Background: an optimization exercise with open tools, aiming at small area. Do not read the settings as production practice.
Only simulation tests tie the RTL to the original design; equivalence was not proved.
Power figures rest on the tool's default switching activity, not on a simulated workload.

File: design/flow/flow/run.sh
#!/bin/bash
# Own layout flow: the standard ORFS flow (standard.sh), with
#  - the standard synthesis script, except that ABC maps the combinational
#    logic with an area-oriented script (flow/area.abc); registers are mapped
#    before ABC runs, so they keep the standard synthesis's names and cells
#  - no adder pre-mapping (ADDER_MAP_FILE empty), so ABC maps counters too
#  - port buffers of the smallest buffer cell
#  - clock tree options from flow/cts_args.txt
# Each tool's full output stays in orfs/logs/ and in the *.log files here.
set -euo pipefail
here=$(pwd)
# synthesis script: synth_recipe.tcl, sourcing a copy of ORFS's synth.tcl whose
# ABC call runs flow/area.abc instead of the speed script
sed 's|log_cmd abc {\*}\$abc_args|log_cmd abc -script $::env(AREA_ABC_SCRIPT) {*}[lrange $abc_args 2 end]|' \
  "$FLOW_HOME/scripts/synth.tcl" > "$here/synth_area.tcl"
grep -q 'AREA_ABC_SCRIPT' "$here/synth_area.tcl"
sed "s|source \$::env(SCRIPTS_DIR)/synth.tcl|source $here/synth_area.tcl|" \
  "$here/synth_recipe.tcl" > "$here/own_synth.tcl"
grep -q "synth_area.tcl" "$here/own_synth.tcl"
export AREA_ABC_SCRIPT="$here/flow/area.abc"
bash standard.sh \
  SYNTH_SCRIPT="$here/own_synth.tcl" \
  ADDER_MAP_FILE= \
  BUFFER_PORTS_ARGS="-buffer_cell sky130_fd_sc_hd__buf_1" \
  CTS_ARGS="$(cat "$here/flow/cts_args.txt")" \
  finish > "$here/standard.log" 2>&1
File: design/flow/config.mk
export PLATFORM = sky130hd
export DESIGN_NAME = virtualConsole
export DESIGN_NICKNAME = virtualConsole
export VERILOG_FILES = /design/flow/design.v
export SDC_FILE = /design/flow/constraint.sdc
export NUM_CORES = 4
export LEC_CHECK = 0
export CAP_MARGIN = 20
export CORE_MARGIN = 2
export CORE_UTILIZATION = 75
export PLACE_DENSITY = 0.85
export SLEW_MARGIN = 20
File: design/flow/standard.sh
#!/bin/bash
# synth_recipe.tcl (not shown) runs the flow's synth.tcl, then flattens the netlist and writes it again
# the make line also repeats each setting of config.mk as NAME=value (left out here)
make -C /OpenROAD-flow-scripts/flow DESIGN_CONFIG=/design/flow/config.mk WORK_HOME=/design/flow/orfs CLKGATE_MAP_FILE= SYNTH_SCRIPT=/design/flow/synth_recipe.tcl "${@:-finish}"
File: design/flow/flow/cts_args.txt
-sink_clustering_enable -repair_clock_nets -sink_clustering_size 20 -sink_clustering_max_diameter 60 -buf_list sky130_fd_sc_hd__clkbuf_8 -dont_use_dummy_load
File: design/flow/design.v
`default_nettype none
package consolePkg;
    typedef logic [7:0] CharCode_t;
    typedef logic [7:0] GlyphLine_t;
    typedef logic [2:0] LineIndex_t;
    typedef logic [2:0] RowIndex_t;
    typedef logic [3:0] ColIndex_t;
    typedef logic [6:0] CellAddress_t;
    typedef enum logic [2:0] {
        ground,
        escape,
        csi,
        csiTwo,
        clearing
    } ParserState_t;
    function automatic [6:0] cellAddress(input [2:0] row, input [3:0] col,
                                         input integer rows, input integer columns);
        reg [31:0] flat;
        begin
            flat = ({29'd0, row} % rows) * columns + ({28'd0, col} % columns);
            cellAddress = flat[6:0];
        end
    endfunction
endpackage
`default_nettype wire
`default_nettype none
package uartPkg;
    typedef logic [7:0] UartByte_t;
    typedef logic [3:0] BitCount_t;
    typedef logic [15:0] SampleCount_t;
    typedef enum logic [1:0] {
        idle,
        start,
        data,
        stop
    } RxState_t;
endpackage
`default_nettype wire
`timescale 1ns/1ps
`default_nettype none
module virtualConsole
(
    input  wire        clk,
    input  wire        reset,
    input  wire        uartRx,
    input  wire        readReq,
    input  wire  [2:0] readRow,
    input  wire  [3:0] readCol,
    input  wire  [2:0] readLine,
    output logic       readAck,
    output logic [7:0] glyphBits
);
    localparam logic [1:0] Ground = 2'd0;
    localparam logic [1:0] Escape = 2'd1;
    localparam logic [1:0] Csi    = 2'd2;
    localparam logic [1:0] CsiTwo = 2'd3;
    logic [7:0] frameCount;
    logic [7:0] shiftReg;
    logic       stopBit;
    logic       lastStop;
    assign stopBit  = frameCount[7] & frameCount[4];
    assign lastStop = stopBit & (frameCount[3:0] == 4'hF);
    always_ff @(posedge clk) begin
        if (reset) begin
            frameCount <= '0;
        end else if (frameCount == 8'd0) begin
            if (!uartRx) frameCount <= 8'd1;
        end else if ((frameCount == 8'd8 && uartRx) || lastStop) begin
            frameCount <= '0;
        end else begin
            frameCount <= frameCount + 8'd1;
        end
    end
    always_ff @(posedge clk) begin
        if (frameCount[3:0] == 4'd8 && !stopBit) begin
            shiftReg <= {uartRx, shiftReg[7:1]};
        end
    end
    logic [1:0] parserState;
    logic [2:0] cursorRow;
    logic [3:0] cursorCol;
    logic       byteOk;
    logic       printable;
    assign byteOk    = stopBit & uartRx;
    assign printable = !shiftReg[7] && (shiftReg[6:5] != 2'b00) && (shiftReg[6:0] != 7'h7F);
    always_ff @(posedge clk) begin
        if (reset) begin
            parserState <= Ground;
            cursorRow   <= '0;
            cursorCol   <= '0;
        end else if (lastStop && uartRx) begin
            case (parserState)
                Ground: begin
                    if (printable) begin
                        cursorCol <= cursorCol + 4'd1;
                        if (cursorCol == 4'hF) cursorRow <= cursorRow + 3'd1;
                    end else begin
                        case (shiftReg)
                            8'h0D: cursorCol <= '0;
                            8'h0A: cursorRow <= cursorRow + 3'd1;
                            8'h08: if (cursorCol != 4'd0) cursorCol <= cursorCol - 4'd1;
                            8'h1B: parserState <= Escape;
                            default: ;
                        endcase
                    end
                end
                Escape: parserState <= (shiftReg == 8'h5B) ? Csi : Ground;
                Csi: begin
                    parserState <= Ground;
                    if (shiftReg == 8'h48) begin
                        cursorRow <= '0;
                        cursorCol <= '0;
                    end else if (shiftReg == 8'h32) begin
                        parserState <= CsiTwo;
                    end
                end
                default: begin
                    parserState <= Ground;
                    if (shiftReg == 8'h4A) begin
                        cursorRow <= '0;
                        cursorCol <= '0;
                    end
                end
            endcase
        end
    end
    logic [3:0] phase;
    logic       resetClear;
    logic       clearAll;
    logic       writeChar;
    logic [6:0] writeData;
    logic [6:0] headCell [8];
    always_ff @(posedge clk) begin
        if (reset) begin
            phase      <= '0;
            resetClear <= 1'b1;
        end else begin
            phase <= phase + 4'd1;
            if (phase == 4'hF) resetClear <= 1'b0;
        end
    end
    assign clearAll  = resetClear || (byteOk && parserState == CsiTwo && shiftReg == 8'h4A);
    assign writeChar = byteOk && parserState == Ground && printable && phase == cursorCol;
    assign writeData = clearAll ? 7'h20 : shiftReg[6:0];
    for (genvar r = 0; r < 8; r++) begin : row
        logic [111:0] ring;
        logic         rowWrite;
        assign rowWrite   = clearAll || (writeChar && cursorRow == 3'(r));
        assign headCell[r] = ring[6:0];
        always_ff @(posedge clk) begin
            ring <= {rowWrite ? writeData : ring[6:0], ring[111:7]};
        end
    end
    logic       capture;
    logic [6:0] readChar;
    logic [7:0] glyph;
    assign capture  = readReq && !readAck && phase == readCol;
    assign readChar = headCell[readRow];
    logic [7:0] rot0;
    logic [7:0] rot1;
    assign rot0  = readLine[0] ? {readChar, 1'b0} : {1'b0, readChar};
    assign rot1  = readLine[1] ? {rot0[5:0], rot0[7:6]} : rot0;
    assign glyph = readLine[2] ? {rot1[3:0], rot1[7:4]} : rot1;
    always_ff @(posedge clk) begin
        if (reset) begin
            readAck <= 1'b0;
        end else if (capture) begin
            readAck <= 1'b1;
        end else if (!readReq) begin
            readAck <= 1'b0;
        end
    end
    always_ff @(posedge clk) begin
        if (capture) begin
            glyphBits <= glyph ^ {8{readRow == cursorRow && phase == cursorCol}};
        end
    end
endmodule
`default_nettype wire
File: design/flow/flow/area.abc
strash
ifraig
scorr
dc2
strash
&get -n
&dch -f
&nf -R 1000 -F 10 -A 10
&put
topo
File: design/flow/constraint.sdc
create_clock -name core_clock -period 5.0 [get_ports {clk}]
set_input_delay 1.0000 -clock core_clock [delete_from_list [all_inputs] [get_ports {clk}]]
set_output_delay 1.0000 -clock core_clock [all_outputs]
set_load 0.01 [all_outputs]
==> results_dict.tcl, run 1 <==
set metrics [dict create \
    cts_tree "built" \
    power.total_uw 10500 \
    ys.flop_type "dfxtp_1" \
    cts_root_buffer "clkbuf_8" \
    reg2regPathDepth 7 \
    cts_buffers 52 \
    p_per_area_nw_per_um2 470 \
    cp_common_cell "nand3_1" \
    routabilityCongestion 0.905 \
    final_core_util_pct 80.5 \
    maxCapViolCount 0 \
    setup-tns-final_ps 0 \
    cts_htree_levels 2 \
    leakage_uw 0.00858 \
    synthesis.area_um2 20900 \
    path_max_fanout 10 \
    worstHoldPathCells 0 \
    synth_warnings 2 \
    postCtsHoldBufs 0 \
    antenna_left 0 \
    drt_iter0_markers 839 \
    area_delta_synth_final_pct 6.19 \
    fp.dieH_um 171 \
    max-slew-margin-rel_pct 29.4 \
    drive_gt1_share_pct 3.99 \
    ys_ff_latch 935 \
    final_max_slew_viol_count 0 \
    worstSetupPathType "register to register" \
    finClkSkew_ps 54.2 \
    r2r_slack_ps 1400 \
    hp-class "register to register" \
    cts_buffer_depth 3 \
    clock_latency_ps 620 \
    crit_path_end_kind "register" \
    tightest_slew_ps 1060 \
    setup_viol 0 \
    reg2reg_to "row[7].ring[110]" \
    yosysSeqAreaShare_pct 90.2 \
    avgViaCountPerCell 5.35 \
    synth_cells 1301 \
    cts_setup_buffers 0 \
    drc 0 \
    rsz0062_at_grt "no" \
    post_cts_resize_count 0 \
    cp.arrival_ps 4120 \
    first_pass_iters 9 \
    syn_avg_cell_area_um2 16.1 \
    fin_crit_sh_pct 72.1 \
    start_util_pct 75.8 \
    grtUsageTotal_pct 25.6 \
    ios 23 \
    crit_chain "xor2_1 -> nor4_1 -> nand3_1 -> nor3_1 -> nand3_1 -> and2_0 -> mux2_1" \
    min_period_ps 3600 \
    clkSlewWorstSetupHoldPaths_ps 110 \
    peakVddDrop_mv 0.398 \
    nNetsFinal 1393 \
    worstReg2RegStart "cursorCol[0]" \
    dp_hpwl_um 25100 \
    post_drt_wl_per_cell_um 21.1 \
    hp-start "row[5].ring[26]" \
    layout_setup_ws_ps 1400 \
    vias 9387 \
    synth_edf_count 16 \
    routed_wl_um 37100 \
    die-area_um2 29300 \
    clock.fmax_mhz 277 \
    die_x_um 171 \
    grt_max_degree 21 \
    async_reset_ff_share_pct 0 \
    core_area_um2 27600 \
    syn-num-nets 1315 \
    finalHoldViolCount 0 \
    status "timing/DRC/antenna clean" \
    grt_pass1_vias 9518 \
    grt_overflow_total 0 \
    cp-start-kind "register" \
    holdPathEnd "row[5].ring[19]" \
    grt_pass1_wl_um 54700 \
    critPathRequiredTime_ps 5520 \
    clkSinkCount 935 \
    antenna_found_initial 6 \
    synth_cell_type_count 41 \
    num_rows 61 \
    slowest_delay_ps 770 \
    place_ws_ps 1180 \
    place.port_buffers 22 \
    slowest_stage "nor4_1" \
]
## cell usage in the layout, fill, tap and decap left out, types with 3 or more instances in the layout
master      n
a211oi_1    4
a22oi_1     7
edfxtp_1   16
nand3_1    10
nand4_1     8
nor2_1     30
xnor2_1     8
nor4_1      6
clkinv_1    4
xor2_1     13
clkbuf_8   52
nor3b_1     4
mux2i_1     6
a21oi_1    28
mux2_1      9
and2_0     10
o21a_1      8
and3_1      5
nand2b_1    5
buf_1      22
a22o_1      3
dfxtp_1   919
nor3_1     13
nand2_1    90
a222oi_1    6
o21ai_0    62
## cell type report
type | instances | area [um^2]
multi-input cells | 362 | 2050
fillers | 1382 | 5400
flip-flops and latches | 935 | 18900
inverters | 4 | 15.0
repair buffers | 24 | 97.6
well taps | 378 | 473
clock buffers | 52 | 716
diodes | 1 | 2.50
## report_power, final
group	switching [uW]	leakage [uW]	internal, uW
logic	52.2	0.000656	27.0
clock network	1960	0.000374	942
registers	9.58	0.00755	7470
## worst max-delay path by stage
stage | from | endpoint | slack [ps]
finish | cursorCol[0] | row[7].ring[110] | 1400
global route | cursorCol[1] | row[7].ring[110] | 1340
CTS | cursorCol[0] | row[7].ring[110] | 1600
detailed placement | readRow[0] | glyphBits[6] | 1180
global placement | readRow[1] | glyphBits[1] | 1290
floorplan | readRow[1] | glyphBits[6] | 2200
## metrics by stage
step                area (um^2)  hold WS [ps]  instances
floorplan                 20900           310       1301
global placement          21500           309       1703
detailed placement        21500           312       1703
CTS                       22200           295       1755
global route              22200           299       1755
finish                    22200           300       1756
## synthesized netlist by cell type (all sizes together) (2+ instances only)
| library cell | number | area, um^2 |
|---|---|---|
| and3b | 2 | 17.5 |
| a22o | 3 | 26.3 |
| nor3b | 4 | 30.0 |
| edfxtp | 16 | 480 |
| nor4 | 7 | 43.8 |
| a22oi | 7 | 52.6 |
| xnor2 | 8 | 70.1 |
| dfxtp | 919 | 18400 |
| o21a | 8 | 60.1 |
| a221o | 2 | 20.0 |
| and3 | 5 | 31.3 |
| nand4b | 2 | 17.5 |
| nand2b | 5 | 31.3 |
| clkinv | 4 | 15.0 |
| o22ai | 2 | 12.5 |
| a211oi | 4 | 30.0 |
| nor2b | 2 | 12.5 |
| a21oi | 28 | 140 |
| nor3 | 13 | 65.1 |
| o21ai | 62 | 310 |
| mux2 | 9 | 101 |
| nand2 | 90 | 338 |
| a222oi | 6 | 60.1 |
| mux2i | 6 | 60.1 |
| nand3 | 10 | 50.1 |
| xor2 | 13 | 114 |
| or3 | 2 | 12.5 |
| a21o | 2 | 15.0 |
| a31oi | 2 | 12.5 |
| nor2 | 30 | 113 |
| nand4 | 8 | 50.1 |
| a221oi | 2 | 17.5 |
| and2 | 10 | 62.6 |
## worst max-delay path: cells and delay by family, from the launching register on
family | cells | cell delay (ps)
xor gates and xnor gates | 1 | 160
DFF | 1 | 590
and+or+nand+nor | 5 | 2360
muxes | 1 | 400
## per-layer routing
layer | GRT usage, % | up-vias | share of wire (%)
met2 | 44.1 | 425 | 49
met4 | 10.8 | 12 | 4.6
li1 | - | 4360 | -
met1 | 31.5 | 4452 | 40
met3 | 5.57 | 138 | 6.4
met5 | 0 | - | 0.22
## state kept, by name (all words and copies together), names as in the netlist, 2 cells and up
name / flops
row.ring: 896
cursorCol: 4
phase: 4
shiftReg: 8
glyphBits: 8
parserState: 2
frameCount: 8
cursorRow: 3
## cells by family after synthesis
kind of cell,synth area share [%]
buffers and inverters,0.0717
DFF,90.2
and+or+nand+nor,4.26
AOI/OAI and AO/OA,3.85
xor gates and xnor gates,0.878
muxes,0.771
==> run 2: changes to the inputs <==
==> design/flow/flow/cts_args.txt (replaced) <==
-sink_clustering_enable -repair_clock_nets -sink_clustering_size 22 -sink_clustering_max_diameter 40 -buf_list sky130_fd_sc_hd__clkbuf_8 -dont_use_dummy_load
--- a/design/flow/config.mk
+++ b/design/flow/config.mk
@@ -8,5 +8,5 @@
 export CAP_MARGIN = 20
 export CORE_MARGIN = 2
-export CORE_UTILIZATION = 75
-export PLACE_DENSITY = 0.85
+export CORE_UTILIZATION = 70
+export PLACE_DENSITY = 0.8
 export SLEW_MARGIN = 20
==> results_dict.tcl, run 2 <==
set metrics [dict create \
    top_register "row.ring" \
    vias 8943 \
    ys_ff_latch 935 \
    area_delta_synth_final_pct 6.55 \
    critPathBufInv 0 \
    antenna_found_initial 4 \
    largest_register_ffs 896 \
    crit_family "simple AND/OR/NAND/NOR gates" \
    synth_top_cell_by_area "dfxtp_1" \
    postCtsHoldBufs 0 \
    cts_setup_buffers 0 \
    clkPwrFrac_pct 28.3 \
    ys.flop_type "dfxtp_1" \
    yosys-top-cells-count "dfxtp_1, nand2_1, o21ai_0" \
    yosysSeqAreaShare_pct 90.2 \
    multi_input_area_um2 2050 \
    grt_pass1_wl_um 48600 \
    cp-start-kind "register" \
    leakage_uw 0.00861 \
    setup_viol 0 \
    num_rows 63 \
    grtUsageTotal_pct 20.9 \
    start_util_pct 70.8 \
    netSwitchingFraction_pct 19.0 \
    crit_chain "xor2_1 -> nor4_1 -> nand3_1 -> nor3_1 -> nand3_1 -> and2_0 -> mux2_1" \
    synthesis.area_um2 20900 \
    post_drt_wl_per_cell_um 18.1 \
    final_core_util_pct 75.5 \
    synth_area_leaders "dfxtp_1, edfxtp_1, nand2_1, o21ai_0, a21oi_1" \
    clock.fmax_mhz 290 \
    power_frac_seq_pct 71.1 \
    finClkSkew_ps 95.9 \
    p_per_area_nw_per_um2 472 \
    die-area_um2 31300 \
    grt_overflow_total 0 \
    fin_crit_sh_pct 69.0 \
    synth_edf_count 16 \
    whs_ps 257 \
    clkSlewWorstSetupHoldPaths_ps 120 \
    p_switching_uw 2000 \
    first_pass_iters 8 \
    clock_latency_ps 630 \
    syn-num-nets 1315 \
    place.port_buffers 22 \
    p_int_uw 8520 \
    finalHoldViolCount 0 \
    nNetsFinal 1397 \
    cp.arrival_ps 3920 \
    max-slew-margin-rel_pct 31.7 \
    layout_common_cells "dfxtp_1, nand2_1, o21ai_0" \
    path_max_fanout 9 \
    layout_commonest_cell "dfxtp_1" \
    grt_pass1_vias 8901 \
    synth_cell_type_count 41 \
    cts_root_buffer "clkbuf_8" \
    drt_iter0_markers 682 \
    seqCellArea_um2 18900 \
    post_cts_resize_count 0 \
    drc 0 \
    yosysMostFrequentCell "dfxtp_1" \
    routed_wl_um 32100 \
    rsz0062_at_grt "no" \
    synth_top_area_share_pct 87.9 \
    slowest_delay_ps 720 \
    power.total_uw 10500 \
    critPathRequiredTime_ps 5470 \
    avgViaCountPerCell 5.05 \
    cts_htree_levels 2 \
    fin_cells 1772 \
    dp_hpwl_um 22100 \
    min_period_ps 3450 \
    synth_warnings 2 \
    worstSetupPathType "register to register" \
    hp-class "register to register" \
    cts_buffers 57 \
    routabilityCongestion 0.897 \
    synth_cells 1301 \
    tightest_slew_ps 1020 \
    maxCapViolCount 0 \
    drive_gt1_share_pct 4.27 \
    cts_buffer_depth 3 \
    antenna_left 0 \
    status "timing/DRC/antenna clean" \
    die_x_um 177 \
    syn_avg_cell_area_um2 16.1 \
    final_max_slew_viol_count 0 \
    async_reset_ff_share_pct 0 \
    n_fill_cell 1673 \
    clkSinkCount 935 \
    cp_common_cell "nand3_1" \
    peakVddDrop_mv 0.341 \
    core_area_um2 29600 \
    fp.dieH_um 177 \
    ios 23 \
    crit_path_end_kind "register" \
    dp.cells 1714 \
    cts_tree "built" \
    setup-tns-final_ps 0 \
    grt_max_degree 23 \
    power_frac_comb_pct 0.7 \
    slowest_stage "nor4_1" \
]
## run 2: power groups by stage
| stage | logic (uW) | clock network, uW | registers [uW] |
|---|---|---|---|
| CTS | 72.1 | 3040 | 7480 |
| detailed placement | 71.7 | 0 | 7650 |
| floorplan | 44.1 | 0 | 7650 |
| global route | 80.1 | 3280 | 7480 |
| finish | 72.1 | 2970 | 7480 |
| global placement | 69.5 | 0 | 7650 |
## run 2: layout make-up
type,instances,area share (%)
Antenna cell,1,0.0112
Tap cell,390,2.19
Timing Repair Buffer,23,0.404
Sequential cell,935,84.6
Inverter,4,0.0673
Clock buffer,57,3.52
Multi-Input combinational cell,362,9.19
## run 2: logic make-up (layout without fill, tap and decap cells)
family	count (synthesis)	count (layout)	synth area share, %
flip-flops	935	935	90.2
AND/OR/NAND/NOR	192	192	4.26
AO/OA/AOI/OAI	134	134	3.85
XOR/XNOR	21	21	0.878
multiplexers	15	15	0.771
buffers and inverters	4	84	0.0717
other	0	1	0
## run 2: per-stage QoR
step	setup slack (ps)	cell area (um^2)
3_5_place_dp	1290	21500
3_3_place_gp	1280	21500
5_1_grt	1370	22300
6_report	1550	22300
4_1_cts	1710	22300
2_1_floorplan	2200	20900
## run 2: worst register-to-register path: stages, from the launching register on
cell and delay (ps):
dfxtp_1 540, xor2_1 140, nor4_1 720, nand3_1 280
nor3_1 430, nand3_1 370, and2_0 440, mux2_1 380
## run 2: per-layer routing
metal,up-vias,GRT usage [%],wire length [um]
met5,-,0,7
met1,4214,27.4,14400
met4,2,9.85,1470
met3,93,4.42,1690
li1,4373,-,-
met2,261,33.7,14500
## run 2: final timing paths
path	slack [ps]	start	endpoint	cells after the start
max	1550	cursorCol[1]	row[7].ring[110]	7
min	260	row[0].ring[43]	row[0].ring[36]	0
max reg2reg	1550	cursorCol[1]	row[7].ring[110]	7
min reg2reg	260	row[0].ring[43]	row[0].ring[36]	0
==> run 3: changes to the inputs <==
==> design/flow/flow/cts_args.txt (replaced) <==
-sink_clustering_enable -repair_clock_nets -sink_clustering_size 20 -sink_clustering_max_diameter 60 -buf_list sky130_fd_sc_hd__clkbuf_8 -root_buf sky130_fd_sc_hd__clkbuf_16 -dont_use_dummy_load
==> results_dict.tcl, run 3 <==
set metrics [dict create \
    maxCapViolCount 0 \
    avgViaCountPerCell 5.06 \
    setup-tns-final_ps 0 \
    multi_input_area_um2 2050 \
    slowest_stage "nor4_1" \
    seqCellArea_um2 18900 \
    num_rows 63 \
    hp-class "register to register" \
    nNetsFinal 1393 \
    synth.mux.area_fraction_pct 0.771 \
    rsz0062_at_grt "no" \
    dp_hpwl_um 22100 \
    post_cts_resize_count 0 \
    post_drt_wl_per_cell_um 18.3 \
    cts_setup_buffers 0 \
    ys.flop_type "dfxtp_1" \
    core_area_um2 29600 \
    fp.dieH_um 177 \
    grt_overflow_total 0 \
    routed_wl_um 32500 \
    reg2regPathDepth 7 \
    start_util_pct 70.8 \
    min_period_ps 3320 \
    final_core_util_pct 75.5 \
    setup_viol 0 \
    clkSinkCount 935 \
    max-slew-margin-rel_pct 30.1 \
    async_reset_ff_share_pct 0 \
    crit_chain "xor2_1 -> nor4_1 -> nand3_1 -> nor3_1 -> nand3_1 -> and2_0 -> mux2_1" \
    synth_top_area_share_pct 87.9 \
    grt_max_degree 21 \
    largest_register_ffs 896 \
    clkSlewWorstSetupHoldPaths_ps 110 \
    yosys-top-cells-count "dfxtp_1, nand2_1, o21ai_0" \
    crit_path_end_kind "register" \
    cts_buffers 53 \
    final_max_slew_viol_count 0 \
    synth_top_cell_by_area "dfxtp_1" \
    synth_cells 1301 \
    yosysMostFrequentCell "dfxtp_1" \
    synth_adder_area_share_pct 0 \
    status "timing/DRC/antenna clean" \
    cts_htree_levels 2 \
    clock_latency_ps 550 \
    top_register "row.ring" \
    synth_compound_area_share_pct 3.85 \
    fin_crit_sh_pct 66.5 \
    area_delta_synth_final_pct 6.57 \
    critPathRequiredTime_ps 5430 \
    ios 23 \
    hp-start "row[2].ring[64]" \
    n_fill_cell 1678 \
    p_per_area_nw_per_um2 473 \
    worstSetupPathType "register to register" \
    antenna_found_initial 3 \
    die_x_um 177 \
    worstHoldPathCells 0 \
    cts_buffer_depth 3 \
    drt_iter0_markers 670 \
    worstReg2RegStart "cursorCol[1]" \
    grtUsageTotal_pct 21.2 \
    drc 0 \
    yosysSeqAreaShare_pct 90.2 \
    finalHoldViolCount 0 \
    layout_commonest_cell "dfxtp_1" \
    grt_pass1_wl_um 49100 \
    layout_common_cells "dfxtp_1, nand2_1, o21ai_0" \
    drive_gt1_share_pct 3.99 \
    cp.arrival_ps 3750 \
    leakage_uw 0.00861 \
    syn_avg_cell_area_um2 16.1 \
    vias 8948 \
    slowest_delay_ps 710 \
    crit_family "simple AND/OR/NAND/NOR gates" \
    postCtsHoldBufs 0 \
    routabilityCongestion 0.897 \
    cp-start-kind "register" \
    holdPathEnd "row[2].ring[57]" \
    synthXorXnorAreaFrac_pct 0.878 \
    synth_top_family_by_area "simple AND/OR/NAND/NOR gates" \
    synth_cell_type_count 41 \
    finClkSkew_ps 43.5 \
    ys_ff_latch 935 \
    synthesis.area_um2 20900 \
    die-area_um2 31300 \
    first_pass_iters 5 \
    path_max_fanout 9 \
    tightest_slew_ps 1050 \
    place.port_buffers 22 \
    grt_pass1_vias 8793 \
    synth_area_leaders "dfxtp_1, edfxtp_1, nand2_1, o21ai_0, a21oi_1" \
    synth_warnings 2 \
    syn-num-nets 1315 \
    yosys.area_share.simple_pct 4.26 \
    synth_edf_count 16 \
    r2r_slack_ps 1680 \
    cts_root_buffer "clkbuf_16" \
    critPathBufInv 0 \
    clock.fmax_mhz 301 \
    cts_tree "built" \
    peakVddDrop_mv 0.331 \
    cp_common_cell "nand3_1" \
    reg2reg_to "row[7].ring[110]" \
    antenna_left 0 \
]
[run 3: power breakdown]
group          internal [uW]  switching (uW)  total, uW
Clock                   1060            1950       3010
Combinational           26.6            45.6       72.2
Sequential              7470            7.18       7480
[run 3: metrics by stage]
step           cell area, um^2  std cells  setup slack, ps  hold slack (ps)  power [uW]
6_report                 22300       1769             1680              311       10600
3_5_place_dp             21500       1714             1290              312        7720
5_1_grt                  22300       1767             1450              307       10900
4_1_cts                  22300       1767             1780              308       10600
2_1_floorplan            20900       1301             2200              310        7690
3_3_place_gp             21500       1714             1280              310        7720
[run 3: layer usage]
metal | share of wire, % | global-route usage, % | vias up | wire (um)
li1 | - | - | 4364 | -
met1 | 44 | 28.4 | 4180 | 14400
met2 | 46 | 34.5 | 308 | 14800
met3 | 5.9 | 3.54 | 94 | 1910
met4 | 4.2 | 9.33 | 2 | 1350
met5 | 0.040 | 0 | - | 13
[run 3: cell families (layout without fill, tap and decap cells)]
group / after synthesis / count (layout)
AOI/OAI and AO/OA: 134 / 134
xor gates and xnor gates: 21 / 21
buffers and inverters: 4 / 80
DFF: 935 / 935
muxes: 15 / 15
other: 0 / 2
and+or+nand+nor: 192 / 192
[run 3: worst max path at each step]
stage                     cells after the start          endpoint  slack, ps    startpoint
final                                         7  row[7].ring[110]       1680  cursorCol[1]
after global routing                          7  row[7].ring[110]       1450  cursorCol[1]
after CTS                                     7  row[7].ring[110]       1780  cursorCol[1]
after detailed placement                     11      glyphBits[6]       1290    readRow[0]
after global placement                       11      glyphBits[6]       1280    readRow[2]
after floorplan                              10      glyphBits[6]       2200    readRow[1]
[run 3: final cells by class]
| type | instances | area share [%] |
|---|---|---|
| diodes | 2 | 0.0224 |
| inverters | 4 | 0.0673 |
| flip-flops and latches | 935 | 84.6 |
| multi-input cells | 362 | 9.19 |
| repair buffers | 23 | 0.404 |
| well taps | 390 | 2.19 |
| clock buffers | 53 | 3.52 |
==> run 4: changes to the inputs <==
==> design/flow/flow/cts_args.txt (replaced) <==
-sink_clustering_enable -repair_clock_nets -sink_clustering_size 12 -sink_clustering_max_diameter 40 -buf_list {sky130_fd_sc_hd__clkbuf_4 sky130_fd_sc_hd__clkbuf_8} -sink_clustering_buffer sky130_fd_sc_hd__clkbuf_4 -dont_use_dummy_load
==> results_dict.tcl, run 4 <==
set metrics [dict create \
    ys_ff_latch 935 \
    cts_buffer_depth 3 \
    worstHoldPathCells 0 \
    cts_root_buffer "clkbuf_8" \
    cp.arrival_ps 3830 \
    yosysSeqAreaShare_pct 90.2 \
    reg2regPathDepth 7 \
    clkSinkCount 935 \
    synth_top_cell_by_area "dfxtp_1" \
    largest_register_ffs 896 \
    syn_avg_cell_area_um2 16.1 \
    drc 0 \
    finalHoldViolCount 0 \
    max-slew-margin-rel_pct 26.5 \
    place.port_buffers 22 \
    dp_hpwl_um 22100 \
    cts_htree_levels 3 \
    synth_cell_type_count 41 \
    critPathBufInv 0 \
    die_x_um 177 \
    synthesis.area_um2 20900 \
    setup_viol 0 \
    core_area_um2 29600 \
    drt_iter0_markers 688 \
    clock.fmax_mhz 297 \
    layout_common_cells "dfxtp_1, nand2_1, clkbuf_4" \
    setup-tns-final_ps 0 \
    antenna_found_initial 4 \
    clkSlewWorstSetupHoldPaths_ps 110 \
    postCtsHoldBufs 0 \
    area_delta_synth_final_pct 6.31 \
    avgViaCountPerCell 5.09 \
    cts_buffers 90 \
    critPathRequiredTime_ps 5460 \
    hp-class "register to register" \
    crit_chain "xor2_1 -> nor4_1 -> nand3_1 -> nor3_1 -> nand3_1 -> and2_0 -> mux2_1" \
    min_period_ps 3370 \
    peakVddDrop_mv 0.294 \
    top_register "row.ring" \
    post_cts_resize_count 0 \
    ios 23 \
    routed_wl_um 31900 \
    cts_setup_buffers 0 \
    finClkSkew_ps 111 \
    synth_cells 1301 \
    drive_gt1_share_pct 6.51 \
    final_max_slew_viol_count 0 \
    synth_top_area_share_pct 87.9 \
    cp.depth 7 \
    clock_latency_ps 610 \
    layout_commonest_cell "dfxtp_1" \
    status "timing/DRC/antenna clean" \
    syn-num-nets 1315 \
    fp.dieH_um 177 \
    tightest_slew_ps 1100 \
    num_rows 63 \
    die-area_um2 31300 \
    yosys-top-cells-count "dfxtp_1, nand2_1, o21ai_0" \
    n_fill_cell 1718 \
    routabilityCongestion 0.897 \
    p_per_area_nw_per_um2 468 \
    maxCapViolCount 0 \
    slowest_stage "nor4_1" \
    cp_common_cell "nand3_1" \
    final_core_util_pct 75.3 \
    nNetsFinal 1430 \
    grtUsageTotal_pct 21.1 \
    whs_ps 253 \
    first_pass_iters 6 \
    grt_pass1_vias 9139 \
    start_util_pct 70.8 \
    slowest_delay_ps 720 \
    synth_edf_count 16 \
    path_max_fanout 9 \
    vias 9194 \
    worstSetupPathType "register to register" \
    antenna_left 0 \
    yosysMostFrequentCell "dfxtp_1" \
    crit_family "simple AND/OR/NAND/NOR gates" \
    synth_warnings 2 \
    leakage_uw 0.00864 \
    crit_path_end_kind "register" \
    synth_area_leaders "dfxtp_1, edfxtp_1, nand2_1, o21ai_0, a21oi_1" \
    ys.flop_type "dfxtp_1" \
    grt_overflow_total 0 \
    cts_tree "built" \
    post_drt_wl_per_cell_um 17.7 \
    async_reset_ff_share_pct 0 \
    rsz0062_at_grt "no" \
    fin_crit_sh_pct 67.4 \
    grt_pass1_wl_um 48900 \
    cp-start-kind "register" \
    grt_max_degree 20 \
]
run 4: cell counts after synthesis:
Identical to the previous run, type by type.
run 4: logic make-up after synthesis:
logic type | count (synthesis) | share of synthesized area [%]
xor+xnor | 21 | 0.878
flops | 935 | 90.2
buf+inv | 4 | 0.0717
mux | 15 | 0.771
compound gates | 134 | 3.85
simple gates | 192 | 4.26
run 4: through the flow:
stage,std cells,total power (uW),setup slack (ps),area [um^2]
3_5_place_dp,1714,7720,1290,21500
3_3_place_gp,1714,7720,1280,21500
5_1_grt,1804,10800,1400,22300
6_report,1806,10400,1630,22300
4_1_cts,1804,10500,1750,22300
2_1_floorplan,1301,7690,2200,20900
run 4: layer usage:
| layer | global-route usage, % | routed length, um | part of all wire [%] |
|---|---|---|---|
| met2 | 33.8 | 14700 | 46 |
| met5 | 0 | 12 | 0.038 |
| met3 | 4.68 | 1570 | 4.9 |
| met1 | 27.2 | 14200 | 44 |
| met4 | 11.1 | 1430 | 4.5 |
run 4: worst paths after layout:
| kind | slack [ps] | end | start |
|---|---|---|---|
| max reg2reg | 1630 | row[7].ring[110] | cursorCol[1] |
| min reg2reg | 250 | row[0].ring[36] | row[0].ring[43] |
| max | 1630 | row[7].ring[110] | cursorCol[1] |
| min | 250 | row[0].ring[36] | row[0].ring[43] |
run 4: final cells by class:
type	count	area [um^2]	share of cell area, %
clock buffer	90	732	3.29
timing repair buffer	23	90.1	0.405
tap	390	488	2.19
antenna	2	5.00	0.0225
sequential	935	18900	84.8
multi-input combinational	362	2050	9.21
inverter	4	15.0	0.0675
run 4: power by group:
part	leakage [uW]	total (uW)	switching (uW)	internal (uW)
combinational	0.000651	72.5	45.9	26.6
sequential	0.00755	7480	7.19	7470
clock	0.000437	2870	1940	920
==> run 5: changes to the inputs <==
--- a/design/flow/design.v
+++ b/design/flow/design.v
@@ -130,5 +130,4 @@
     logic       writeChar;
     logic [6:0] writeData;
-    logic [6:0] headCell [8];
     always_ff @(posedge clk) begin
         if (reset) begin
@@ -143,11 +142,59 @@
     assign writeChar = byteOk && parserState == Ground && printable && phase == cursorCol;
     assign writeData = clearAll ? 7'h20 : shiftReg[6:0];
-    for (genvar r = 0; r < 8; r++) begin : row
+    function automatic [4:0] tripleCode(input [1:0] a, input [1:0] b, input [1:0] d);
+        if (d != 2'b11)      tripleCode = {a, b, d[1]};
+        else if (a != 2'b11) tripleCode = {2'b00, b, a[1]};
+        else                 tripleCode = {b, 2'b00, 1'b0};
+    endfunction
+    function automatic [5:0] tripleValue(input [4:0] k);
+        if (k[4:3] == 2'b00)     tripleValue = {k[0], !k[0], k[2:1], 2'b11};
+        else if (k[2:1] == 2'b00) tripleValue = {2'b11, k[4:3], 2'b11};
+        else                     tripleValue = {k[4:3], k[2:1], k[0], !k[0]};
+    endfunction
+    logic [4:0] lowHead [8];
+    logic [6:0] fullHead [2];
+    logic [4:0] groupHead [2];
+    logic [4:0] groupCode;
+    logic [5:0] writeTriple;
+    logic [5:0] newTriple;
+    logic       writeGroup;
+    logic [1:0] writeSlot;
+    for (genvar r = 0; r < 6; r++) begin : low
+        logic [79:0] ring;
+        logic        rowWrite;
+        assign rowWrite   = clearAll || (writeChar && cursorRow == 3'(r));
+        assign lowHead[r] = ring[4:0];
+        always_ff @(posedge clk) begin
+            ring <= {rowWrite ? writeData[4:0] : ring[4:0], ring[79:5]};
+        end
+    end
+    assign lowHead[6] = '0;
+    assign lowHead[7] = '0;
+    for (genvar r = 0; r < 2; r++) begin : full
         logic [111:0] ring;
         logic         rowWrite;
-        assign rowWrite   = clearAll || (writeChar && cursorRow == 3'(r));
-        assign headCell[r] = ring[6:0];
+        assign rowWrite    = clearAll || (writeChar && cursorRow == 3'(r + 6));
+        assign fullHead[r] = ring[6:0];
         always_ff @(posedge clk) begin
             ring <= {rowWrite ? writeData : ring[6:0], ring[111:7]};
+        end
+    end
+    assign writeGroup  = cursorRow[2] | (cursorRow[1] & cursorRow[0]);
+    assign writeSlot   = (cursorRow == 3'd1 || cursorRow == 3'd4) ? 2'd1 :
+                         (cursorRow == 3'd2 || cursorRow == 3'd5) ? 2'd2 : 2'd0;
+    assign writeTriple = tripleValue(groupHead[writeGroup]);
+    assign newTriple   = {(writeSlot == 2'd0) ? writeData[6:5] : writeTriple[5:4],
+                          (writeSlot == 2'd1) ? writeData[6:5] : writeTriple[3:2],
+                          (writeSlot == 2'd2) ? writeData[6:5] : writeTriple[1:0]};
+    assign groupCode   = clearAll ? tripleCode(2'b01, 2'b01, 2'b01)
+                                  : tripleCode(newTriple[5:4], newTriple[3:2], newTriple[1:0]);
+    for (genvar g = 0; g < 2; g++) begin : group
+        logic [79:0] ring;
+        logic        groupWrite;
+        assign groupWrite   = clearAll || (writeChar && !(cursorRow[2] && cursorRow[1])
+                                           && writeGroup == 1'(g));
+        assign groupHead[g] = ring[4:0];
+        always_ff @(posedge clk) begin
+            ring <= {groupWrite ? groupCode : ring[4:0], ring[79:5]};
         end
     end
@@ -156,5 +203,16 @@
     logic [7:0] glyph;
     assign capture  = readReq && !readAck && phase == readCol;
-    assign readChar = headCell[readRow];
+    logic       readGroup;
+    logic [1:0] readSlot;
+    logic [5:0] readTriple;
+    logic [1:0] readPair;
+    assign readGroup  = readRow[2] | (readRow[1] & readRow[0]);
+    assign readSlot   = (readRow == 3'd1 || readRow == 3'd4) ? 2'd1 :
+                        (readRow == 3'd2 || readRow == 3'd5) ? 2'd2 : 2'd0;
+    assign readTriple = tripleValue(groupHead[readGroup]);
+    assign readPair   = (readSlot == 2'd0) ? readTriple[5:4] :
+                        (readSlot == 2'd1) ? readTriple[3:2] : readTriple[1:0];
+    assign readChar   = (readRow[2] && readRow[1]) ? fullHead[readRow[0]]
+                                                   : {readPair, lowHead[readRow]};
     logic [7:0] rot0;
     logic [7:0] rot1;
==> design/flow/flow/cts_args.txt (replaced) <==
-sink_clustering_enable -repair_clock_nets -sink_clustering_size 20 -sink_clustering_max_diameter 60 -buf_list sky130_fd_sc_hd__clkbuf_8 -dont_use_dummy_load
--- a/design/flow/config.mk
+++ b/design/flow/config.mk
@@ -9,4 +9,5 @@
 export CORE_MARGIN = 2
 export CORE_UTILIZATION = 70
+export GPL_TIMING_DRIVEN = 0
 export PLACE_DENSITY = 0.8
 export SLEW_MARGIN = 20
==> results_dict.tcl, run 5 <==
set metrics [dict create \
    hp-start "low[5].ring[72]" \
    dp_hpwl_um 20100 \
    cts_buffer_depth 3 \
    setup_viol 0 \
    drive_gt1_share_pct 3.99 \
    tightest_slew_ps 983 \
    grt_max_degree 21 \
    cts_htree_levels 2 \
    synth_cell_type_count 48 \
    yosysMostFrequentCell "dfxtp_1" \
    crit_path_end_kind "register" \
    clkSlewWorstSetupHoldPaths_ps 120 \
    status "timing/DRC/antenna clean" \
    cts_setup_buffers 0 \
    yosys-top-cells-count "dfxtp_1, nand2_1, o21ai_0" \
    top_register "low.ring" \
    slowest_delay_ps 760 \
    worstSetupPathType "input port to register" \
    critPathRequiredTime_ps 5330 \
    grt_pass1_vias 9337 \
    reg2regPathDepth 11 \
    final_area_um2 22000 \
    syn-num-nets 1368 \
    cts_tree "built" \
    ys_ff_latch 903 \
    leakage_uw 0.00850 \
    place.port_buffers 22 \
    worstReg2RegStart "cursorRow[1]" \
    max-slew-margin-rel_pct 34.1 \
    reg_top3 "low.ring x480, full.ring x224, group.ring x160" \
    grt_pass1_wl_um 48900 \
    grtUsageTotal_pct 20.7 \
    postCtsHoldBufs 0 \
    ios 23 \
    reg2reg_to "group[1].ring[76]" \
    die_x_um 176 \
    drc 0 \
    layout_commonest_cell "dfxtp_1" \
    crit_start "readRow[0]" \
    setup-tns-final_ps 0 \
    hp-class "register to register" \
    num_rows 62 \
    clock.fmax_mhz 243 \
    layout_setup_ws_ps 892 \
    whs_ps 278 \
    synthesis.area_um2 20700 \
    synth_edf_count 16 \
    synth_cells 1354 \
    synth_top_cell_by_area "dfxtp_1" \
    synth_area_leaders "dfxtp_1, edfxtp_1, nand2_1, o21ai_0, nor2_1" \
    cp.arrival_ps 4440 \
    min_period_ps 4110 \
    cp-start-kind "input port" \
    grt_overflow_total 0 \
    ys.flop_type "dfxtp_1" \
    core_area_um2 28900 \
    nNetsFinal 1446 \
    cts_buffers 52 \
    drt_iter0_markers 712 \
    clkSinkCount 903 \
    crit_chain "buf_1 -> nor3b_1 -> or2_0 -> nor3_1 -> o21ai_0 -> o31ai_1 -> o22ai_1 -> o21ai_0 -> o21ai_0 -> mux2i_1 -> xnor2_1" \
    cts_root_buffer "clkbuf_8" \
    cp_common_cell "o21ai_0" \
    vias 9208 \
    synth_top_area_share_pct 85.8 \
    die-area_um2 30900 \
    syn_avg_cell_area_um2 15.3 \
    final_max_slew_viol_count 0 \
    yosysSeqAreaShare_pct 88.1 \
    place_ws_ps 430 \
    routabilityCongestion 0.892 \
    first_pass_iters 5 \
    largest_register_ffs 480 \
    fp.dieH_um 176 \
    slowest_stage "nor3b_1" \
    avgViaCountPerCell 5.07 \
    routed_wl_um 31000 \
    finClkSkew_ps 47.9 \
    finalHoldViolCount 0 \
    rsz0062_at_grt "no" \
    layout_common_cells "dfxtp_1, nand2_1, o21ai_0" \
    placed_cell_area_um2 21300 \
    maxCapViolCount 0 \
    peakVddDrop_mv 0.339 \
    clock_latency_ps 610 \
    start_util_pct 71.5 \
    post_cts_resize_count 0 \
    async_reset_ff_share_pct 0 \
    path_max_fanout 19 \
    endpoint "glyphBits[2]" \
    post_drt_wl_per_cell_um 17.1 \
    power.total_uw 10200 \
    r2r_slack_ps 1710 \
    area_delta_synth_final_pct 6.38 \
    synth_warnings 4 \
    p_per_area_nw_per_um2 461 \
    antenna_left 0 \
    fin_crit_sh_pct 82.2 \
    antenna_found_initial 1 \
]
==> run 5: changes by cell type after synthesis, moves of 5 or more <==
cell / before / now
dfxtp_1: 919 / 887
nand2_1: 90 / 97
o21a_1: 8 / 3
a21oi_1: 28 / 40
nor2b_1: 2 / 7
clkinv_1: 4 / 13
o22ai_1: 2 / 8
nor2_1: 30 / 62
==> run 5: logic make-up after synthesis <==
| family | Yosys count | synth area share, % |
|---|---|---|
| muxes | 18 | 0.919 |
| buffers and inverters | 13 | 0.236 |
| AOI/OAI and AO/OA | 151 | 4.27 |
| xor gates and xnor gates | 21 | 0.889 |
| and+or+nand+nor | 248 | 5.55 |
| DFF | 903 | 88.1 |
==> run 5: where the power goes <==
group / total (uW) / leakage, uW / internal (uW) / switching (uW)
clock network: 2840 / 0.000374 / 940 / 1900
registers: 7220 / 0.00729 / 7210 / 6.23
logic: 89.8 / 0.000839 / 30.9 / 58.9
total: 10200 / 0.00850 / 8190 / 1970
==> run 5: metrics by stage <==
| stage | std cells | utilization (%) |
|---|---|---|
| after floorplan | 1354 | - |
| after global placement | 1760 | 73.5 |
| after detailed placement | 1762 | 73.6 |
| after CTS | 1814 | 76.0 |
| after global routing | 1814 | 76.0 |
| final | 1817 | 76.1 |
==> run 5: worst min-delay path by stage <==
| stage | depth (start not counted) | end |
|---|---|---|
| after global routing | 0 | low[5].ring[68] |
| final | 0 | low[5].ring[67] |
| after floorplan | 0 | full[0].ring[0] |
| after detailed placement | 0 | full[1].ring[58] |
| after CTS | 0 | low[3].ring[63] |
| after global placement | 0 | low[2].ring[54] |
==> run 5: layout make-up <==
| type | instances | area (um^2) |
|---|---|---|
| Multi-Input combinational cell | 438 | 2420 |
| Antenna cell | 3 | 7.51 |
| Clock buffer | 52 | 716 |
| Sequential cell | 903 | 18200 |
| Fill cell | 1603 | 6920 |
| Tap cell | 384 | 480 |
| Timing Repair Buffer | 24 | 101 |
| Inverter | 13 | 48.8 |
==> run 5: metal layers <==
layer | wire (um) | share of wire [%] | global-route usage, %
met1 | 14200 | 46 | 27.8
met2 | 14800 | 48 | 34.9
met3 | 1290 | 4.2 | 3.25
met4 | 710 | 2.3 | 6.61
met5 | 0 | 0 | 0
==> run 5: critical path, delay by kind of cell <==
kind            cells  cell delay, ps
buf+inv             1             710
compound gates      5            1160
xor+xnor            1             180
mux                 1             190
simple gates        3            1180
==> run 6: changes to the inputs <==
--- a/design/flow/config.mk
+++ b/design/flow/config.mk
@@ -9,5 +9,4 @@
 export CORE_MARGIN = 2
 export CORE_UTILIZATION = 70
-export GPL_TIMING_DRIVEN = 0
 export PLACE_DENSITY = 0.8
 export SLEW_MARGIN = 20
==> results_dict.tcl, run 6 <==
set metrics [dict create \
    fin_cells 1816 \
    layout_common_cells "dfxtp_1, nand2_1, o21ai_0" \
    syn_avg_cell_area_um2 15.3 \
    routabilityCongestion 0.878 \
    post_drt_wl_per_cell_um 16.6 \
    crit_family "compound AO/OA/AOI/OAI gates" \
    reg2regPathDepth 11 \
    routed_wl_um 30200 \
    vias 9083 \
    yosys-top-cells-count "dfxtp_1, nand2_1, o21ai_0" \
    peakVddDrop_mv 0.412 \
    cts_tree "built" \
    max-slew-margin-rel_pct 39.5 \
    cp-start-kind "input port" \
    p_per_area_nw_per_um2 459 \
    crit_chain "buf_1 -> a21oi_1 -> mux2i_1 -> nand2b_1 -> o21ai_0 -> a31oi_1 -> o22ai_1 -> o21ai_0 -> mux2_1 -> o21ai_0 -> xnor2_1" \
    synth_compound_area_share_pct 4.27 \
    r2r_slack_ps 1940 \
    yosys.area_share.simple_pct 5.55 \
    antenna_found_initial 3 \
    routedLengthMet1_um 14500 \
    num_rows 62 \
    place_ws_ps 945 \
    top_register "low.ring" \
    async_reset_ff_share_pct 0 \
    crit_path_end_kind "register" \
    synth_cells 1354 \
    place.port_buffers 22 \
    fin_crit_sh_pct 70.4 \
    post_cts_resize_count 0 \
    cts_htree_levels 2 \
    hp-class "register to register" \
    finalHoldViolCount 0 \
    layout_setup_ws_ps 1480 \
    leakage_uw 0.00850 \
    ys_ff_latch 903 \
    synth_edf_count 16 \
    synth_adder_area_share_pct 0 \
    grt_pass1_wl_um 46900 \
    synth_warnings 4 \
    ys.flop_type "dfxtp_1" \
    final_core_util_pct 76.0 \
    ios 23 \
    worstHoldPathCells 0 \
    postCtsHoldBufs 0 \
    first_pass_iters 7 \
    min_period_ps 3520 \
    slowest_delay_ps 560 \
    status "timing/DRC/antenna clean" \
    worstSetupPathType "input port to register" \
    layout_commonest_cell "dfxtp_1" \
    start_util_pct 71.5 \
    synth.mux.area_fraction_pct 0.919 \
    yosysMostFrequentCell "dfxtp_1" \
    hp-start "low[5].ring[43]" \
    grt_pass1_vias 9066 \
    cp_common_cell "o21ai_0" \
    die_x_um 176 \
    rsz0062_at_grt "no" \
    slowest_stage "a21oi_1" \
    die-area_um2 30900 \
    synth_area_leaders "dfxtp_1, edfxtp_1, nand2_1, o21ai_0, nor2_1" \
    maxCapViolCount 0 \
    drive_gt1_share_pct 3.85 \
    antenna_left 0 \
    tightest_slew_ps 908 \
    reg2reg_to "group[0].ring[76]" \
    cts_root_buffer "clkbuf_8" \
    reg_top3 "low.ring x480, full.ring x224, group.ring x160" \
    area_delta_synth_final_pct 6.32 \
    dr_wl_met2_um 14000 \
    avgViaCountPerCell 5.00 \
    finClkSkew_ps 42.9 \
    wl_met3_um 1000 \
    core_area_um2 28900 \
    dp_hpwl_um 20700 \
    drt_iter0_markers 622 \
    power.total_uw 10100 \
    clock.fmax_mhz 284 \
    cts_setup_buffers 0 \
    worstReg2RegStart "cursorRow[1]" \
    path_max_fanout 9 \
    final_max_slew_viol_count 0 \
    fp.dieH_um 176 \
    grt_overflow_total 0 \
    setup-tns-final_ps 0 \
    yosysSeqAreaShare_pct 88.1 \
    critPathBufInv 1 \
    drc 0 \
    largest_register_ffs 480 \
    clock_latency_ps 600 \
    cp.arrival_ps 3850 \
    synth_top_cell_by_area "dfxtp_1" \
    cts_buffers 51 \
    critPathRequiredTime_ps 5340 \
    routed.top_layer "met4" \
    cts_buffer_depth 3 \
    clkSinkCount 903 \
    synth_top_area_share_pct 85.8 \
    synthXorXnorAreaFrac_pct 0.889 \
    synth_cell_type_count 48 \
    nNetsFinal 1446 \
    synth_top_family_by_area "simple AND/OR/NAND/NOR gates" \
    grtUsageTotal_pct 19.8 \
    clkSlewWorstSetupHoldPaths_ps 110 \
    synthesis.area_um2 20700 \
    setup_viol 0 \
    dp.cells 1763 \
    grt_max_degree 25 \
    syn-num-nets 1368 \
    holdPathEnd "low[5].ring[38]" \
]
## run 6: per-layer routing
| layer | up-vias | track usage [%] |
|---|---|---|
| li1 | 4547 | - |
| met1 | 4309 | 27.7 |
| met2 | 178 | 32.1 |
| met3 | 49 | 2.97 |
| met4 | 0 | 6.68 |
| met5 | - | 0 |
## run 6: how the worst max path moves through the flow
| stage | start | to | slack (ps) | cells past startpoint |
|---|---|---|---|---|
| 2_1_floorplan | readRow[0] | glyphBits[5] | 1640 | 12 |
| 3_3_place_gp | readRow[0] | glyphBits[5] | 1230 | 13 |
| 3_5_place_dp | readRow[0] | glyphBits[7] | 940 | 11 |
| 4_1_cts | readRow[0] | glyphBits[7] | 1580 | 11 |
| 5_1_grt | readRow[0] | glyphBits[5] | 1240 | 13 |
| 6_report | readRow[0] | glyphBits[7] | 1480 | 11 |
## run 6: power breakdown
group	total (uW)	switching [uW]	internal [uW]
Combinational	85.8	54.3	31.5
Clock	2780	1860	923
Sequential	7220	6.46	7210
## run 6: cells by family after synthesis
group	Yosys count
AO/OA/AOI/OAI	151
flip-flops	903
multiplexers	18
AND/OR/NAND/NOR	248
XOR/XNOR	21
buffers and inverters	13
## run 6: area by class of cell
cell class                 instances  area (um^2)
timing repair buffer              25          105
tap                              384          480
antenna                            2         5.00
sequential                       903        18200
inverter                          13         48.8
fill                            1643         6940
multi-input combinational        438         2420
clock buffer                      51          702
## run 6: stage by stage
step,hold slack [ps],instance area (um^2)
floorplan,310,20700
global placement,309,21300
detailed placement,312,21300
CTS,300,22000
global route,299,22000
finish,291,22000
==> run 7: changes to the inputs <==
==> design/flow/flow/cts_args.txt (replaced) <==
-sink_clustering_enable -repair_clock_nets -sink_clustering_size 21 -sink_clustering_max_diameter 60 -buf_list sky130_fd_sc_hd__clkbuf_8 -dont_use_dummy_load
==> results_dict.tcl, run 7 <==
set metrics [dict create \
    status "timing/DRC/antenna clean" \
    cp_common_cell "o21ai_0" \
    synth_cells 1354 \
    vias 9078 \
    peakVddDrop_mv 0.402 \
    layout_commonest_cell "dfxtp_1" \
    cts_tree "built" \
    grt_overflow_total 0 \
    fin_crit_sh_pct 69.9 \
    rsz0062_at_grt "no" \
    ys_ff_latch 903 \
    async_reset_ff_share_pct 0 \
    seqCellArea_um2 18200 \
    ys.flop_type "dfxtp_1" \
    critPathBufInv 1 \
    synth_top_cell_by_area "dfxtp_1" \
    post_cts_resize_count 0 \
    routabilityCongestion 0.878 \
    cp-start-kind "input port" \
    worstSetupPathType "input port to register" \
    path_max_fanout 9 \
    leakage_uw 0.00849 \
    yosysMostFrequentCell "dfxtp_1" \
    routedLengthMet1_um 14600 \
    final_max_slew_viol_count 0 \
    synth_area_leaders "dfxtp_1, edfxtp_1, nand2_1, o21ai_0, nor2_1" \
    slowest_stage "a21oi_1" \
    synth_edf_count 16 \
    max-slew-margin-rel_pct 40.4 \
    post_drt_wl_per_cell_um 17.0 \
    p_per_area_nw_per_um2 458 \
    finClkSkew_ps 55.5 \
    clock.fmax_mhz 286 \
    antenna_found_initial 4 \
    synth_top_area_share_pct 85.8 \
    synth_cell_type_count 48 \
    maxCapViolCount 0 \
    finalHoldViolCount 0 \
    avgViaCountPerCell 5.00 \
    place.port_buffers 22 \
    area_delta_synth_final_pct 6.20 \
    clock_latency_ps 590 \
    worstReg2RegStart "cursorRow[1]" \
    antenna_left 0 \
    critPathRequiredTime_ps 5350 \
    tightest_slew_ps 894 \
    dr_wl_met2_um 14100 \
    slowest_delay_ps 560 \
    drive_gt1_share_pct 3.71 \
    grtUsageTotal_pct 20.1 \
    reg2regPathDepth 11 \
    postCtsHoldBufs 0 \
    syn_avg_cell_area_um2 15.3 \
    reg2reg_to "group[0].ring[76]" \
    drc 0 \
    cts_root_buffer "clkbuf_8" \
    grt_max_degree 25 \
    nNetsFinal 1444 \
    start_util_pct 71.5 \
    wl_met3_um 1250 \
    clkSinkCount 903 \
    crit_family "compound AO/OA/AOI/OAI gates" \
    first_pass_iters 6 \
    n_fill_cell 1648 \
    reg_top3 "low.ring x480, full.ring x224, group.ring x160" \
    min_period_ps 3500 \
    synthesis.area_um2 20700 \
    cts_setup_buffers 0 \
    hp-class "register to register" \
    cp.arrival_ps 3850 \
    routed_wl_um 30800 \
    setup-tns-final_ps 0 \
    routed.top_layer "met4" \
    clkSlewWorstSetupHoldPaths_ps 120 \
    top_register "low.ring" \
    r2r_slack_ps 1940 \
    holdPathEnd "low[1].ring[63]" \
    crit_chain "buf_1 -> a21oi_1 -> mux2i_1 -> nand2b_1 -> o21ai_0 -> a31oi_1 -> o22ai_1 -> o21ai_0 -> mux2_1 -> o21ai_0 -> xnor2_1" \
    ios 23 \
    drt_iter0_markers 706 \
    die_x_um 176 \
    worstHoldPathCells 0 \
    grt_pass1_wl_um 47600 \
    crit_path_end_kind "register" \
    cts_buffers 49 \
    setup_viol 0 \
    syn-num-nets 1368 \
    cts_htree_levels 2 \
    hp-start "low[1].ring[68]" \
    largest_register_ffs 480 \
    multi_input_area_um2 2420 \
    dp_hpwl_um 20700 \
    layout_common_cells "dfxtp_1, nand2_1, o21ai_0" \
    synth_warnings 4 \
    die-area_um2 30900 \
    yosys-top-cells-count "dfxtp_1, nand2_1, o21ai_0" \
    fp.dieH_um 176 \
    power.total_uw 10100 \
    yosysSeqAreaShare_pct 88.1 \
    grt_pass1_vias 9021 \
    core_area_um2 28900 \
    cts_buffer_depth 3 \
    num_rows 62 \
]
[run 7: cell types whose count changed in the layout (fill, tap and decap cells not counted)]
cell,delta
clkbuf_8,-2
diode_2,+1
[run 7: cell type report]
cell class	count	share of cell area [%]
tap	384	2.19
antenna	3	0.0342
timing repair buffer	25	0.478
sequential	903	83.0
clock buffer	49	3.07
inverter	13	0.222
multi-input combinational	438	11.0
[run 7: cells by family after synthesis]
group | share of synthesized area [%]
flops | 88.1
simple gates | 5.55
compound gates | 4.27
xor+xnor | 0.889
mux | 0.919
buf+inv | 0.236
[run 7: worst register-to-register path, stage by stage (launching register included)]
cell	delay, ps
dfxtp_1	400
and2_0	270
nor2_1	500
mux2_1	400
nor2_1	170
a211oi_1	100
a22oi_1	280
clkinv_1	130
nor2_1	160
nand2_1	90
a21boi_0	290
a21oi_1	130
[run 7: layer usage]
metal	vias to the layer above	GRT usage (%)
met5	-	0
met4	0	6.03
met3	58	3.59
met2	180	32.8
met1	4305	28.0
li1	4535	-
[run 7: where the power goes]
| part | internal, uW | switching, uW | leakage [uW] |
|---|---|---|---|
| clock network | 890 | 1880 | 0.000352 |
| registers | 7220 | 6.62 | 0.00729 |
| logic | 31.5 | 54.2 | 0.000844 |
[run 7: metrics by stage]
stage / std cells / worst slack (ps) / hold slack, ps / util, % / instance area (um^2)
after floorplan: 1354 / 1640 / 310 / - / 20700
after global placement: 1763 / 1230 / 309 / 73.6 / 21300
after detailed placement: 1763 / 945 / 312 / 73.6 / 21300
after CTS: 1812 / 1600 / 263 / 75.9 / 22000
after global routing: 1814 / 1230 / 260 / 75.9 / 22000
final: 1815 / 1500 / 261 / 75.9 / 22000
[run 7: worst max-delay path by stage]
stage / start / endpoint / slack [ps] / depth (start not counted)
floorplan: readRow[0] / glyphBits[5] / 1640 / 12
global route: readRow[0] / glyphBits[5] / 1230 / 13
detailed placement: readRow[0] / glyphBits[7] / 940 / 11
CTS: readRow[0] / glyphBits[7] / 1600 / 11
finish: readRow[0] / glyphBits[7] / 1500 / 11
global placement: readRow[0] / glyphBits[5] / 1230 / 13
==> run 8: changes to the inputs <==
==> design/flow/flow/cts_args.txt (replaced) <==
-sink_clustering_enable -repair_clock_nets -sink_clustering_size 21 -sink_clustering_max_diameter 50 -buf_list sky130_fd_sc_hd__clkbuf_8 -dont_use_dummy_load
==> results_dict.tcl, run 8 <==
set metrics [dict create \
    cts_setup_buffers 0 \
    routabilityCongestion 0.878 \
    die_x_um 176 \
    setup-tns-final_ps 0 \
    antenna_left 0 \
    cts_root_buffer "clkbuf_8" \
    peakVddDrop_mv 0.354 \
    fp.dieH_um 176 \
    worstSetupPathType "input port to register" \
    tightest_slew_ps 872 \
    status "timing/DRC/antenna clean" \
    layout_commonest_cell "dfxtp_1" \
    drive_gt1_share_pct 3.85 \
    ios 23 \
    async_reset_ff_share_pct 0 \
    final_max_slew_viol_count 0 \
    finalHoldViolCount 0 \
    seqCellArea_um2 18200 \
    crit_path_end_kind "register" \
    grt_pass1_wl_um 48000 \
    n_fill_cell 1634 \
    leakage_uw 0.00850 \
    synth_area_leaders "dfxtp_1, edfxtp_1, nand2_1, o21ai_0, nor2_1" \
    vias 9173 \
    synth_top_cell_by_area "dfxtp_1" \
    placed_cell_area_um2 21300 \
    yosys-top-cells-count "dfxtp_1, nand2_1, o21ai_0" \
    setup_viol 0 \
    cts_tree "built" \
    core_area_um2 28900 \
    rsz0062_at_grt "no" \
    synth_warnings 4 \
    grt_overflow_total 0 \
    multi_input_area_um2 2420 \
    slowest_stage "a21oi_1" \
    critPathBufInv 1 \
    slowest_delay_ps 560 \
    num_rows 62 \
    p_per_area_nw_per_um2 459 \
    post_cts_resize_count 0 \
    clock_latency_ps 610 \
    cp.arrival_ps 3890 \
    max-slew-margin-rel_pct 41.8 \
    syn_avg_cell_area_um2 15.3 \
    cts_buffer_depth 3 \
    nNetsFinal 1446 \
    path_max_fanout 9 \
    grtUsageTotal_pct 20.3 \
    hp-class "register to register" \
    dp.cells 1763 \
    place.port_buffers 22 \
    die-area_um2 30900 \
    maxCapViolCount 0 \
    grt_pass1_vias 9095 \
    largest_register_ffs 480 \
    yosysMostFrequentCell "dfxtp_1" \
    layout_setup_ws_ps 1470 \
    place_ws_ps 945 \
    post_drt_wl_per_cell_um 16.9 \
    antenna_found_initial 3 \
    finClkSkew_ps 49.3 \
    yosysSeqAreaShare_pct 88.1 \
    critPathRequiredTime_ps 5360 \
    top_register "low.ring" \
    cp_common_cell "o21ai_0" \
    fin_crit_sh_pct 70.6 \
    synth_cell_type_count 48 \
    crit_chain "buf_1 -> a21oi_1 -> mux2i_1 -> nand2b_1 -> o21ai_0 -> a31oi_1 -> o22ai_1 -> o21ai_0 -> mux2_1 -> o21ai_0 -> xnor2_1" \
    reg_top3 "low.ring x480, full.ring x224, group.ring x160" \
    min_period_ps 3530 \
    drc 0 \
    synthesis.area_um2 20700 \
    crit_family "compound AO/OA/AOI/OAI gates" \
    postCtsHoldBufs 0 \
    syn-num-nets 1368 \
    clock.fmax_mhz 283 \
    layout_common_cells "dfxtp_1, nand2_1, o21ai_0" \
    grt_max_degree 25 \
    fin_cells 1817 \
    ys.flop_type "dfxtp_1" \
    first_pass_iters 5 \
    synth_top_area_share_pct 85.8 \
    cp-start-kind "input port" \
    avgViaCountPerCell 5.05 \
    cts_htree_levels 2 \
    drt_iter0_markers 680 \
    dp_hpwl_um 20700 \
    start_util_pct 71.5 \
    cts_buffers 51 \
    synth_edf_count 16 \
    synth_cells 1354 \
    clkSlewWorstSetupHoldPaths_ps 110 \
    final_area_um2 22000 \
    clkSinkCount 903 \
    area_delta_synth_final_pct 6.33 \
    routed_wl_um 30700 \
    ys_ff_latch 903 \
]
## run 8: path summary, 6_finish.rpt
check,cells past startpoint,slack [ps],end,startpoint
setup / recovery,11,1470,glyphBits[7],readRow[0]
hold / removal,0,280,low[5].ring[38],low[5].ring[43]
setup reg to reg,11,1940,group[0].ring[76],cursorRow[1]
hold reg to reg,0,280,low[5].ring[38],low[5].ring[43]
## run 8: kinds of logic (layout without fill, tap and decap cells)
kind of cell    after synthesis  count (layout)  share of synthesized area [%]
compound gates              151             151                           4.27
simple gates                248             248                           5.55
mux                          18              18                          0.919
buf+inv                      13              89                          0.236
xor+xnor                     21              21                          0.889
other cells                   0               3                              0
flops                       903             903                           88.1
## run 8: power breakdown
| group | internal [uW] | total, uW | switching, uW |
|---|---|---|---|
| registers | 7220 | 7220 | 6.47 |
| clock network | 923 | 2790 | 1860 |
| logic | 31.5 | 86.1 | 54.6 |
| total | 8170 | 10100 | 1930 |
## run 8: per-layer routing
layer / wire (um) / global-route usage, %
met4: 896 / 6.89
met2: 14100 / 32.7
met3: 1370 / 3.40
met1: 14300 / 28.4
met5: 0 / 0
## run 8: worst register-to-register path, cell delays in order, from the launching register on
cell	delay [ps]
dfxtp_1	400
and2_0	270
nor2_1	510
mux2_1	400
nor2_1	170
a211oi_1	100
a22oi_1	280
clkinv_1	130
nor2_1	150
nand2_1	90
a21boi_0	320
a21oi_1	130
## run 8: stage by stage
stage / total power [uW] / utilization [%] / hold slack, ps
final: 10100 / 76.0 / 278
after global routing: 10500 / 76.0 / 275
after CTS: 10200 / 76.0 / 283
after detailed placement: 7470 / 73.6 / 312
after global placement: 7460 / 73.6 / 309
after floorplan: 7440 / - / 310
## run 8: layout make-up
type / instances / share of cell area, %
Multi-Input combinational cell: 438 / 11.0
Tap cell: 384 / 2.18
Antenna cell: 3 / 0.0341
Timing Repair Buffer: 25 / 0.478
Clock buffer: 51 / 3.19
Inverter: 13 / 0.222
Sequential cell: 903 / 82.9

-- afterwards: timing with drivers on the ports --
The results above use ideal ports. As a check the final layouts listed here were re-extracted and re-timed, cells and wires unchanged.
Step 1 (the two cells are an assumption about what drives the block):
set clk [get_ports {clk}]
set_driving_cell -lib_cell sky130_fd_sc_hd__clkbuf_16 $clk
set_driving_cell -lib_cell sky130_fd_sc_hd__buf_2 [delete_from_list [all_inputs] $clk]
Step 2 times the ports against the registers' clock, not the clock port: input delays grow and output delays shrink by t, the midpoint of the rising clock arrivals with the driver on.
Three values: ideal, step 1, step 2; two values: the first two.
run	t, ns	setup slack, ns	worst setup path at the end	slew at the worst register clock pin (ns)	worst slew at a driven data input, ns
run 1	0.638	1.395 / 1.395 / 1.101	input to register	0.12 / 0.12	0.06
run 2	0.629	1.550 / 1.550 / 1.210	input to register	0.12 / 0.12	0.04
run 3	0.575	1.676 / 1.676 / 1.231	input to register	0.12 / 0.12	0.05
run 4	0.608	1.629 / 1.629 / 1.145	input to register	0.12 / 0.12	0.04
run 5	0.633	0.892 / 0.913 / 0.279	input to register	0.12 / 0.12	0.08
run 6	0.626	1.481 / 1.489 / 0.863	input to register	0.11 / 0.11	0.09
run 7	0.611	1.504 / 1.507 / 0.897	input to register	0.12 / 0.12	0.08
run 8	0.629	1.471 / 1.470 / 0.841	input to register	0.11 / 0.11	0.09
After both steps every run listed still meets setup and hold. For run 8, which loses most, drivers alone change the setup slack by -0.001 ns; drivers and shift together by -0.630 ns.
